Background: an optimization exercise with open tools, aiming at small area. Do not read the settings as production practice.
The RTL was checked by simulation tests, not by an equivalence proof against the original design.
No activity file was given, so power comes from the tool's default toggle rates.

==> job 1630 <==
==> flow/design.v <==
`default_nettype none
package tx_mux_pkg;
    localparam int N_PORTS        = 4;
    localparam int PORT_W         = 2;
    localparam int FIFO_DEPTH     = 8;
    localparam int CNT_W          = 4;
    localparam int ALMFULL_THRESH = 6;
    localparam int ADDR_W = 24;
    localparam int TAG_W  = 8;
    localparam int DATA_W = 8;
    localparam int REQ_W  = 32;
    localparam logic KIND_RD = 1'b0;
    localparam logic KIND_WR = 1'b1;
    localparam int UPPER_LSB = ADDR_W;
endpackage
`default_nettype wire
`timescale 1ns/1ps
`default_nettype none
import tx_mux_pkg::*;
module tx_mux_top
(
    input  logic                           clk,
    input  logic                           reset_q,
    input  logic [N_PORTS-1:0]             src_valid,
    input  logic [N_PORTS-1:0]             src_is_write,
    input  logic [N_PORTS-1:0][ADDR_W-1:0] src_addr,
    input  logic [N_PORTS-1:0][TAG_W-1:0]  src_tag,
    input  logic [N_PORTS-1:0][DATA_W-1:0] src_data,
    output logic [N_PORTS-1:0]             src_almfull,
    input  logic                           rd_almfull,
    input  logic                           wr_almfull,
    output logic                           rd_valid,
    output logic [ADDR_W-1:0]              rd_addr,
    output logic [TAG_W-1:0]               rd_tag,
    output logic [PORT_W-1:0]              rd_port,
    output logic                           wr_valid,
    output logic [ADDR_W-1:0]              wr_addr,
    output logic [DATA_W-1:0]              wr_data,
    output logic [PORT_W-1:0]              wr_port
);
    localparam int PTR_W = $clog2(FIFO_DEPTH);
    logic [REQ_W:0]     mem [N_PORTS][FIFO_DEPTH];
    logic [PTR_W:0]     wr_ptr [N_PORTS];
    logic [PTR_W:0]     rd_ptr [N_PORTS];
    logic [PTR_W:0]     used   [N_PORTS];
    logic [N_PORTS-1:0] not_empty;
    logic [N_PORTS-1:0] pend_q;      
    logic [N_PORTS-1:0] take;        
    logic [N_PORTS-1:0] pop;
    logic [N_PORTS-1:0] head_kind;
    logic [PORT_W-1:0]  slot_q;
    logic               rd_almfull_q;
    logic               wr_almfull_q;
    logic [N_PORTS-1:0] pop_q;       
    logic               sel_wr_q;    
    logic               sel;
    logic               sel_kind;
    logic [REQ_W-1:0]   head_word [N_PORTS];
    logic [REQ_W-1:0]   pop_word;
    logic [REQ_W-1:0]   out_q;
    always_comb
    begin
        for (int i = 0; i < N_PORTS; i++)
        begin
            pop[i]       = pop_q[i];
            used[i]      = wr_ptr[i] - rd_ptr[i];
            take[i]      = src_valid[i] && !(used[i][PTR_W] && !pop[i]);
            head_kind[i] = mem[i][rd_ptr[i][PTR_W-1:0]][REQ_W];
            not_empty[i] = (used[i] != '0) && !(used[i] == (PTR_W+1)'(1) && pend_q[i]);
            src_almfull[i] = (used[i] >= (PTR_W+1)'(ALMFULL_THRESH + 1)) ||
                             (used[i] == (PTR_W+1)'(ALMFULL_THRESH) && !pend_q[i]);
        end
    end
    always_ff @(posedge clk)
    begin
        for (int i = 0; i < N_PORTS; i++)
        begin
            if (take[i])
            begin
                mem[i][wr_ptr[i][PTR_W-1:0]] <= {src_is_write[i],
                                      src_is_write[i] ? src_data[i] : src_tag[i],
                                      src_addr[i]};
            end
        end
    end
    always_ff @(posedge clk)
    begin
        for (int i = 0; i < N_PORTS; i++)
        begin
            if (reset_q)
            begin
                wr_ptr[i] <= '0;
                rd_ptr[i] <= '0;
                pend_q[i] <= 1'b0;
            end
            else
            begin
                if (take[i])
                begin
                    wr_ptr[i] <= wr_ptr[i] + 1'b1;
                end
                if (pop[i])
                begin
                    rd_ptr[i] <= rd_ptr[i] + 1'b1;
                end
                pend_q[i] <= take[i];
            end
        end
    end
    always_comb
    begin
        sel_kind = head_kind[slot_q];
        sel = not_empty[slot_q] &&
              !(sel_kind ? wr_almfull_q : rd_almfull_q);
    end
    always_ff @(posedge clk)
    begin
        if (reset_q)
        begin
            slot_q       <= '0;
            rd_almfull_q <= 1'b0;
            wr_almfull_q <= 1'b0;
            pop_q        <= '0;
            sel_wr_q     <= 1'b0;
            rd_valid     <= 1'b0;
            wr_valid     <= 1'b0;
        end
        else
        begin
            slot_q       <= slot_q + 1'b1;
            rd_almfull_q <= rd_almfull;
            wr_almfull_q <= wr_almfull;
            for (int i = 0; i < N_PORTS; i++)
            begin
                pop_q[i] <= sel && (slot_q == PORT_W'(i));
            end
            sel_wr_q     <= sel && sel_kind;
            rd_valid     <= (|pop_q) && !sel_wr_q;
            wr_valid     <= sel_wr_q;
        end
    end
    always_comb
    begin
        pop_word = '0;
        for (int i = 0; i < N_PORTS; i++)
        begin
            head_word[i] = '0;
            for (int j = 0; j < FIFO_DEPTH; j++)
            begin
                head_word[i] = head_word[i] | ({REQ_W{rd_ptr[i][PTR_W-1:0] == PTR_W'(j)}} & mem[i][j][REQ_W-1:0]);
            end
            pop_word = pop_word | ({REQ_W{pop_q[i]}} & head_word[i]);
        end
    end
    always_ff @(posedge clk)
    begin
        out_q <= pop_word[REQ_W-1:0];
    end
    assign rd_addr = out_q[ADDR_W-1:0];
    assign wr_addr = out_q[ADDR_W-1:0];
    assign rd_tag  = out_q[UPPER_LSB +: TAG_W];
    assign wr_data = out_q[UPPER_LSB +: DATA_W];
    assign rd_port = slot_q - 2'd2;
    assign wr_port = slot_q - 2'd2;
endmodule
`default_nettype wire
==> flow/flow/run.sh <==
#!/bin/bash
# Standard ORFS layout with: combinational logic re-mapped for area after
# floorplan, small port buffers, and a clock tree of clkbuf_8 leaves under a
# clkbuf_16 root with no dummy loads.
bash standard.sh \
  "POST_FLOORPLAN_TCL=$PWD/flow/restructure.tcl" \
  "BUFFER_PORTS_ARGS=-buffer_cell sky130_fd_sc_hd__buf_1" \
  "CTS_ARGS=-sink_clustering_enable -repair_clock_nets -dont_use_dummy_load -sink_clustering_size 20 -sink_clustering_max_diameter 50 -root_buf sky130_fd_sc_hd__clkbuf_16 -buf_list {sky130_fd_sc_hd__clkbuf_8}" \
  finish > flow.log 2>&1
==> flow/flow/libfilter.py <==
# Write a copy of the liberty without the cells matched by the don't-use patterns.
import fnmatch, re, sys
src, dst = sys.argv[1], sys.argv[2]
pats = sys.argv[3:]
text = open(src).read()
out = []
i = 0
cell_re = re.compile(r'\n\s*cell\s*\(\s*"?([A-Za-z0-9_]+)"?\s*\)\s*\{')
while True:
    m = cell_re.search(text, i)
    if not m:
        out.append(text[i:])
        break
    name = m.group(1)
    # find the end of this cell group
    depth = 0
    j = m.end() - 1
    while True:
        c = text[j]
        if c == '{':
            depth += 1
        elif c == '}':
            depth -= 1
            if depth == 0:
                break
        j += 1
    if any(fnmatch.fnmatch(name, p) for p in pats):
        out.append(text[i:m.start()])
    else:
        out.append(text[i:j + 1])
    i = j + 1
open(dst, 'w').write(''.join(out))
==> flow/flow/restructure.tcl <==
# POST_FLOORPLAN hook: re-map the combinational logic for area with ABC.
# Registers are left as synthesis made them.
set work [file join [file dirname $::env(FLOW_CONFIG)] rs_work]
file mkdir $work
set lib [file join $work filtered.lib]
exec python3 [file join [file dirname $::env(FLOW_CONFIG)] flow libfilter.py] \
  [lindex $::env(LIB_FILES) 0] $lib {*}$::env(DONT_USE_CELLS)
set tielo "[lindex $::env(TIELO_CELL_AND_PORT) 0]/[lindex $::env(TIELO_CELL_AND_PORT) 1]"
set tiehi "[lindex $::env(TIEHI_CELL_AND_PORT) 0]/[lindex $::env(TIEHI_CELL_AND_PORT) 1]"
report_design_area
remove_buffers
foreach pass {1 2} {
  restructure -target area -liberty_file $lib -tielo_port $tielo -tiehi_port $tiehi \
    -work_dir $work -abc_logfile [file join $work abc_$pass.log]
  report_design_area
}
==> flow/standard.sh <==
#!/bin/bash
# synth_recipe.tcl (not shown) runs the flow's synth.tcl, then flattens the netlist and writes it again
# the make line also repeats each setting of config.mk as NAME=value (left out here)
make -C /OpenROAD-flow-scripts/flow DESIGN_CONFIG=/design/flow/config.mk WORK_HOME=/design/flow/orfs CLKGATE_MAP_FILE= SYNTH_SCRIPT=/design/flow/synth_recipe.tcl "${@:-finish}"
==> flow/config.mk <==
export PLATFORM = sky130hd
export DESIGN_NAME = tx_mux_top
export DESIGN_NICKNAME = tx_mux_top
export VERILOG_FILES = /design/flow/design.v
export SDC_FILE = /design/flow/constraint.sdc
export NUM_CORES = 4
export LEC_CHECK = 0
export CAP_MARGIN = 20
export CORE_MARGIN = 2
export CORE_UTILIZATION = 70
export PLACE_DENSITY = 0.8
export SLEW_MARGIN = 20
==> flow/constraint.sdc <==
create_clock -name core_clock -period 4.0 [get_ports {clk}]
set_input_delay 0.8000 -clock core_clock [delete_from_list [all_inputs] [get_ports {clk}]]
set_output_delay 0.8000 -clock core_clock [all_outputs]
set_load 0.01 [all_outputs]
==> job 717: changes against job 1630 <==
==> flow/design.v, changed modules only <==
module tx_mux_top
(
    input  logic                           clk,
    input  logic                           reset_q,
    input  logic [N_PORTS-1:0]             src_valid,
    input  logic [N_PORTS-1:0]             src_is_write,
    input  logic [N_PORTS-1:0][ADDR_W-1:0] src_addr,
    input  logic [N_PORTS-1:0][TAG_W-1:0]  src_tag,
    input  logic [N_PORTS-1:0][DATA_W-1:0] src_data,
    output logic [N_PORTS-1:0]             src_almfull,
    input  logic                           rd_almfull,
    input  logic                           wr_almfull,
    output logic                           rd_valid,
    output logic [ADDR_W-1:0]              rd_addr,
    output logic [TAG_W-1:0]               rd_tag,
    output logic [PORT_W-1:0]              rd_port,
    output logic                           wr_valid,
    output logic [ADDR_W-1:0]              wr_addr,
    output logic [DATA_W-1:0]              wr_data,
    output logic [PORT_W-1:0]              wr_port
);
    localparam int PTR_W = $clog2(FIFO_DEPTH);
    logic [REQ_W:0]     mem [N_PORTS][FIFO_DEPTH];
    logic [PTR_W-1:0]   wr_ptr [N_PORTS];
    logic [PTR_W-1:0]   rd_ptr [N_PORTS];
    logic [CNT_W-1:0]   count  [N_PORTS];
    logic [CNT_W-1:0]   count_nx [N_PORTS];
    logic [N_PORTS-1:0] pend_q;      
    logic [N_PORTS-1:0] take;        
    logic [N_PORTS-1:0] pop;
    logic [N_PORTS-1:0] head_kind;
    logic [PORT_W-1:0]  slot_q;
    logic [PORT_W-1:0]  pop_port;
    logic               rd_almfull_q;
    logic               wr_almfull_q;
    logic               pop_q;
    logic               sel;
    logic [REQ_W:0]     pop_word;
    logic [REQ_W-1:0]   out_q;
    assign pop_port = slot_q - 1'b1;
    always_comb
    begin
        for (int i = 0; i < N_PORTS; i++)
        begin
            pop[i]       = pop_q && (pop_port == PORT_W'(i));
            count_nx[i]  = count[i] + CNT_W'(pend_q[i]) - CNT_W'(pop[i]);
            take[i]      = src_valid[i] && (count_nx[i] != CNT_W'(FIFO_DEPTH));
            head_kind[i] = mem[i][rd_ptr[i]][REQ_W];
            src_almfull[i] = (count[i] >= CNT_W'(ALMFULL_THRESH));
        end
    end
    always_ff @(posedge clk)
    begin
        for (int i = 0; i < N_PORTS; i++)
        begin
            if (take[i])
            begin
                mem[i][wr_ptr[i]] <= {src_is_write[i],
                                      src_is_write[i] ? src_data[i] : src_tag[i],
                                      src_addr[i]};
            end
        end
    end
    always_ff @(posedge clk)
    begin
        for (int i = 0; i < N_PORTS; i++)
        begin
            if (reset_q)
            begin
                wr_ptr[i] <= '0;
                rd_ptr[i] <= '0;
                count[i]  <= '0;
                pend_q[i] <= 1'b0;
            end
            else
            begin
                if (take[i])
                begin
                    wr_ptr[i] <= wr_ptr[i] + 1'b1;
                end
                if (pop[i])
                begin
                    rd_ptr[i] <= rd_ptr[i] + 1'b1;
                end
                count[i]  <= count_nx[i];
                pend_q[i] <= take[i];
            end
        end
    end
    always_comb
    begin
        sel = (count[slot_q] != '0) &&
              !(head_kind[slot_q] ? wr_almfull_q : rd_almfull_q);
    end
    always_ff @(posedge clk)
    begin
        if (reset_q)
        begin
            slot_q       <= '0;
            rd_almfull_q <= 1'b0;
            wr_almfull_q <= 1'b0;
            pop_q        <= 1'b0;
            rd_valid     <= 1'b0;
            wr_valid     <= 1'b0;
        end
        else
        begin
            slot_q       <= slot_q + 1'b1;
            rd_almfull_q <= rd_almfull;
            wr_almfull_q <= wr_almfull;
            pop_q        <= sel;
            rd_valid     <= pop_q && !pop_word[REQ_W];
            wr_valid     <= pop_q && pop_word[REQ_W];
        end
    end
    assign pop_word = mem[pop_port][rd_ptr[pop_port]];
    always_ff @(posedge clk)
    begin
        out_q <= pop_word[REQ_W-1:0];
    end
    assign rd_addr = out_q[ADDR_W-1:0];
    assign wr_addr = out_q[ADDR_W-1:0];
    assign rd_tag  = out_q[UPPER_LSB +: TAG_W];
    assign wr_data = out_q[UPPER_LSB +: DATA_W];
    assign rd_port = slot_q - 2'd2;
    assign wr_port = slot_q - 2'd2;
endmodule
==> flow/run.sh (new file) <==
#!/bin/bash
# synth_recipe.tcl (not shown) runs the flow's synth.tcl, then flattens the netlist and writes it again
# the make line also repeats each setting of config.mk as NAME=value (left out here)
make -C /OpenROAD-flow-scripts/flow DESIGN_CONFIG=/design/flow/config.mk WORK_HOME=/design/flow/orfs CLKGATE_MAP_FILE= SYNTH_SCRIPT=/design/flow/synth_recipe.tcl finish
CORE_UTILIZATION = 40   (was 70)
PLACE_DENSITY = 0.6   (was 0.8)
removed: flow/flow/run.sh
removed: flow/flow/libfilter.py
removed: flow/flow/restructure.tcl
removed: flow/standard.sh
==> job 6649: changes against job 1630 <==
==> flow/design.v, changed modules only <==
module tx_mux_top
(
    input  logic                           clk,
    input  logic                           reset_q,
    input  logic [N_PORTS-1:0]             src_valid,
    input  logic [N_PORTS-1:0]             src_is_write,
    input  logic [N_PORTS-1:0][ADDR_W-1:0] src_addr,
    input  logic [N_PORTS-1:0][TAG_W-1:0]  src_tag,
    input  logic [N_PORTS-1:0][DATA_W-1:0] src_data,
    output logic [N_PORTS-1:0]             src_almfull,
    input  logic                           rd_almfull,
    input  logic                           wr_almfull,
    output logic                           rd_valid,
    output logic [ADDR_W-1:0]              rd_addr,
    output logic [TAG_W-1:0]               rd_tag,
    output logic [PORT_W-1:0]              rd_port,
    output logic                           wr_valid,
    output logic [ADDR_W-1:0]              wr_addr,
    output logic [DATA_W-1:0]              wr_data,
    output logic [PORT_W-1:0]              wr_port
);
    localparam int PTR_W = $clog2(FIFO_DEPTH);
    logic [REQ_W:0]     mem [N_PORTS][FIFO_DEPTH];
    logic [PTR_W:0]     wr_ptr [N_PORTS];
    logic [PTR_W:0]     rd_ptr [N_PORTS];
    logic [PTR_W:0]     used   [N_PORTS];
    logic [N_PORTS-1:0] not_empty;
    logic [N_PORTS-1:0] pend_q;      
    logic [N_PORTS-1:0] take;        
    logic [N_PORTS-1:0] pop;
    logic [N_PORTS-1:0] head_kind;
    logic [PORT_W-1:0]  slot_q;
    logic [PORT_W-1:0]  pop_port;
    logic               rd_almfull_q;
    logic               wr_almfull_q;
    logic               sel_rd_q;    
    logic               sel_wr_q;    
    logic               pop_q;
    logic               sel;
    logic               sel_kind;
    logic [N_PORTS*FIFO_DEPTH-1:0] rd_oh;
    logic [REQ_W-1:0]   pop_word;
    logic [REQ_W-1:0]   out_q;
    assign pop_port = slot_q - 1'b1;
    assign pop_q    = sel_rd_q || sel_wr_q;
    always_comb
    begin
        for (int i = 0; i < N_PORTS; i++)
        begin
            pop[i]       = pop_q && (pop_port == PORT_W'(i));
            used[i]      = wr_ptr[i] - rd_ptr[i];
            take[i]      = src_valid[i] && !(used[i][PTR_W] && !pop[i]);
            head_kind[i] = mem[i][rd_ptr[i][PTR_W-1:0]][REQ_W];
            not_empty[i] = (used[i] != '0) && !(used[i] == (PTR_W+1)'(1) && pend_q[i]);
            src_almfull[i] = (used[i] >= (PTR_W+1)'(ALMFULL_THRESH + 1)) ||
                             (used[i] == (PTR_W+1)'(ALMFULL_THRESH) && !pend_q[i]);
        end
    end
    always_ff @(posedge clk)
    begin
        for (int i = 0; i < N_PORTS; i++)
        begin
            if (take[i])
            begin
                mem[i][wr_ptr[i][PTR_W-1:0]] <= {src_is_write[i],
                                      src_is_write[i] ? src_data[i] : src_tag[i],
                                      src_addr[i]};
            end
        end
    end
    always_ff @(posedge clk)
    begin
        for (int i = 0; i < N_PORTS; i++)
        begin
            if (reset_q)
            begin
                wr_ptr[i] <= '0;
                rd_ptr[i] <= '0;
                pend_q[i] <= 1'b0;
            end
            else
            begin
                if (take[i])
                begin
                    wr_ptr[i] <= wr_ptr[i] + 1'b1;
                end
                if (pop[i])
                begin
                    rd_ptr[i] <= rd_ptr[i] + 1'b1;
                end
                pend_q[i] <= take[i];
            end
        end
    end
    always_comb
    begin
        sel_kind = head_kind[slot_q];
        sel = not_empty[slot_q] &&
              !(sel_kind ? wr_almfull_q : rd_almfull_q);
    end
    always_ff @(posedge clk)
    begin
        if (reset_q)
        begin
            slot_q       <= '0;
            rd_almfull_q <= 1'b0;
            wr_almfull_q <= 1'b0;
            sel_rd_q     <= 1'b0;
            sel_wr_q     <= 1'b0;
            rd_valid     <= 1'b0;
            wr_valid     <= 1'b0;
        end
        else
        begin
            slot_q       <= slot_q + 1'b1;
            rd_almfull_q <= rd_almfull;
            wr_almfull_q <= wr_almfull;
            sel_rd_q     <= sel && !sel_kind;
            sel_wr_q     <= sel && sel_kind;
            rd_valid     <= sel_rd_q;
            wr_valid     <= sel_wr_q;
        end
    end
    always_comb
    begin
        pop_word = '0;
        for (int i = 0; i < N_PORTS; i++)
        begin
            for (int j = 0; j < FIFO_DEPTH; j++)
            begin
                rd_oh[i*FIFO_DEPTH+j] = (pop_port == PORT_W'(i)) && (rd_ptr[i][PTR_W-1:0] == PTR_W'(j));
                pop_word = pop_word | ({REQ_W{rd_oh[i*FIFO_DEPTH+j]}} & mem[i][j][REQ_W-1:0]);
            end
        end
    end
    always_ff @(posedge clk)
    begin
        out_q <= pop_word[REQ_W-1:0];
    end
    assign rd_addr = out_q[ADDR_W-1:0];
    assign wr_addr = out_q[ADDR_W-1:0];
    assign rd_tag  = out_q[UPPER_LSB +: TAG_W];
    assign wr_data = out_q[UPPER_LSB +: DATA_W];
    assign rd_port = slot_q - 2'd2;
    assign wr_port = slot_q - 2'd2;
endmodule
==> flow/flow/run.sh (replaced) <==
#!/bin/bash
bash standard.sh \
  "BUFFER_PORTS_ARGS=-buffer_cell sky130_fd_sc_hd__buf_1" \
  "CTS_ARGS=-sink_clustering_enable -repair_clock_nets -dont_use_dummy_load -sink_clustering_size 30 -sink_clustering_max_diameter 60 -buf_list {sky130_fd_sc_hd__clkbuf_8 sky130_fd_sc_hd__clkbuf_16}" \
  RECOVER_POWER=100 \
  finish > flow.log 2>&1
CORE_UTILIZATION = 60   (was 70)
CTS_BUF_LIST = sky130_fd_sc_hd__clkbuf_4 sky130_fd_sc_hd__clkbuf_8   (was unset)
PLACE_DENSITY = 0.7   (was 0.8)
removed: flow/flow/libfilter.py
removed: flow/flow/restructure.tcl
==> job 9390: changes against job 1630 <==
CAP_MARGIN = 10   (was 20)
CORE_UTILIZATION = 60   (was 70)
PLACE_DENSITY = 0.7   (was 0.8)
SLEW_MARGIN = 10   (was 20)
==> qor summary <==
| quantity | job 9390 | job 717 | job 1630 | job 6649 |
|---|---|---|---|---|
| Post-Layout Cell Count | 3584 | 4697 | 3381 | 3714 |
| Worst slew margin relative to its limit | 0.227 | 0.269 | 0.209 | -0.668 |
| Status | no timing/DRC/antenna violations | no timing/DRC/antenna violations | no timing/DRC/antenna violations | finished with violations |
| Reasons for failing layout checks | - | - | - | max-capacitance violations, max-slew violations |
| Detailed Place HPWL | 64.8 mm | 77.3 mm | 65.8 mm | 93.7 mm |
| Slew at the pin closest to its max-slew limit | 1.16 ns | 1.10 ns | 1.18 ns | 2.50 ns |
| Post-Synth Adder-Cell Area | 0.0206 | 0.0162 | 0.0206 | 0.0205 |
| Pwr Total | 20.8 mW | 33.6 mW | 20.2 mW | 25.8 mW |
| Setup slack after layout | 0.272 ns | 0.110 ns | 0.197 ns | 0.280 ns |
| Core area | 70300 um^2 | 114000 um^2 | 60400 um^2 | 71200 um^2 |
| Length in cells of the worst reg-to-reg path | 13 | 11 | 13 | 9 |
| Worst hold stages | 1 | 1 | 1 | 2 |
| Sink of the worst hold path | sel_wr_q | pop_q | sel_wr_q | rd_almfull_q |
| Number of resized instances in the post-cts repair step | 0 | 2 | 2 | 0 |
| Fraction of met2 tracks used by global routing | 0.430 | 0.325 | 0.511 | 0.602 |
| Sequential share of power | 0.652 | 0.467 | 0.671 | 0.576 |
| Most repeated library cell on the critical path | clkinv_1 | - | nor2_1 | clkbuf_1 |
| Number of synthesized register bits | 1138 | 1142 | 1138 | 1135 |

[port drivers added, routing unchanged]
The results above use ideal ports. As a check the final layouts listed here were re-extracted and re-timed, cells and wires unchanged.
Step 1: set_driving_cell puts a clkbuf_16 on clk and a buf_2 on each other input, an assumption about the parent block.
Step 2, shift: input delay + t, output delay - t, t = (earliest + latest rising clock arrival at the registers) / 2. This alone moves slack from input paths to output paths.
Slacks: ideal / step 1 / step 2; pairs: ideal / step 1.
| run | t (ns) | setup WS [ns] | hold WS [ns] |
|---|---|---|---|
| job 1630 | 0.652 | 0.197 / 0.134 / 0.400 | 0.420 / 0.420 / 0.420 |
| job 717 | 0.752 | 0.110 / 0.110 / 0.110 | 0.445 / 0.445 / 0.445 |
| job 6649 | 0.685 | 0.280 / 0.280 / 0.280 | 0.392 / 0.346 / 0.406 |
| job 9390 | 0.670 | 0.272 / 0.206 / 0.506 | 0.442 / 0.442 / 0.442 |
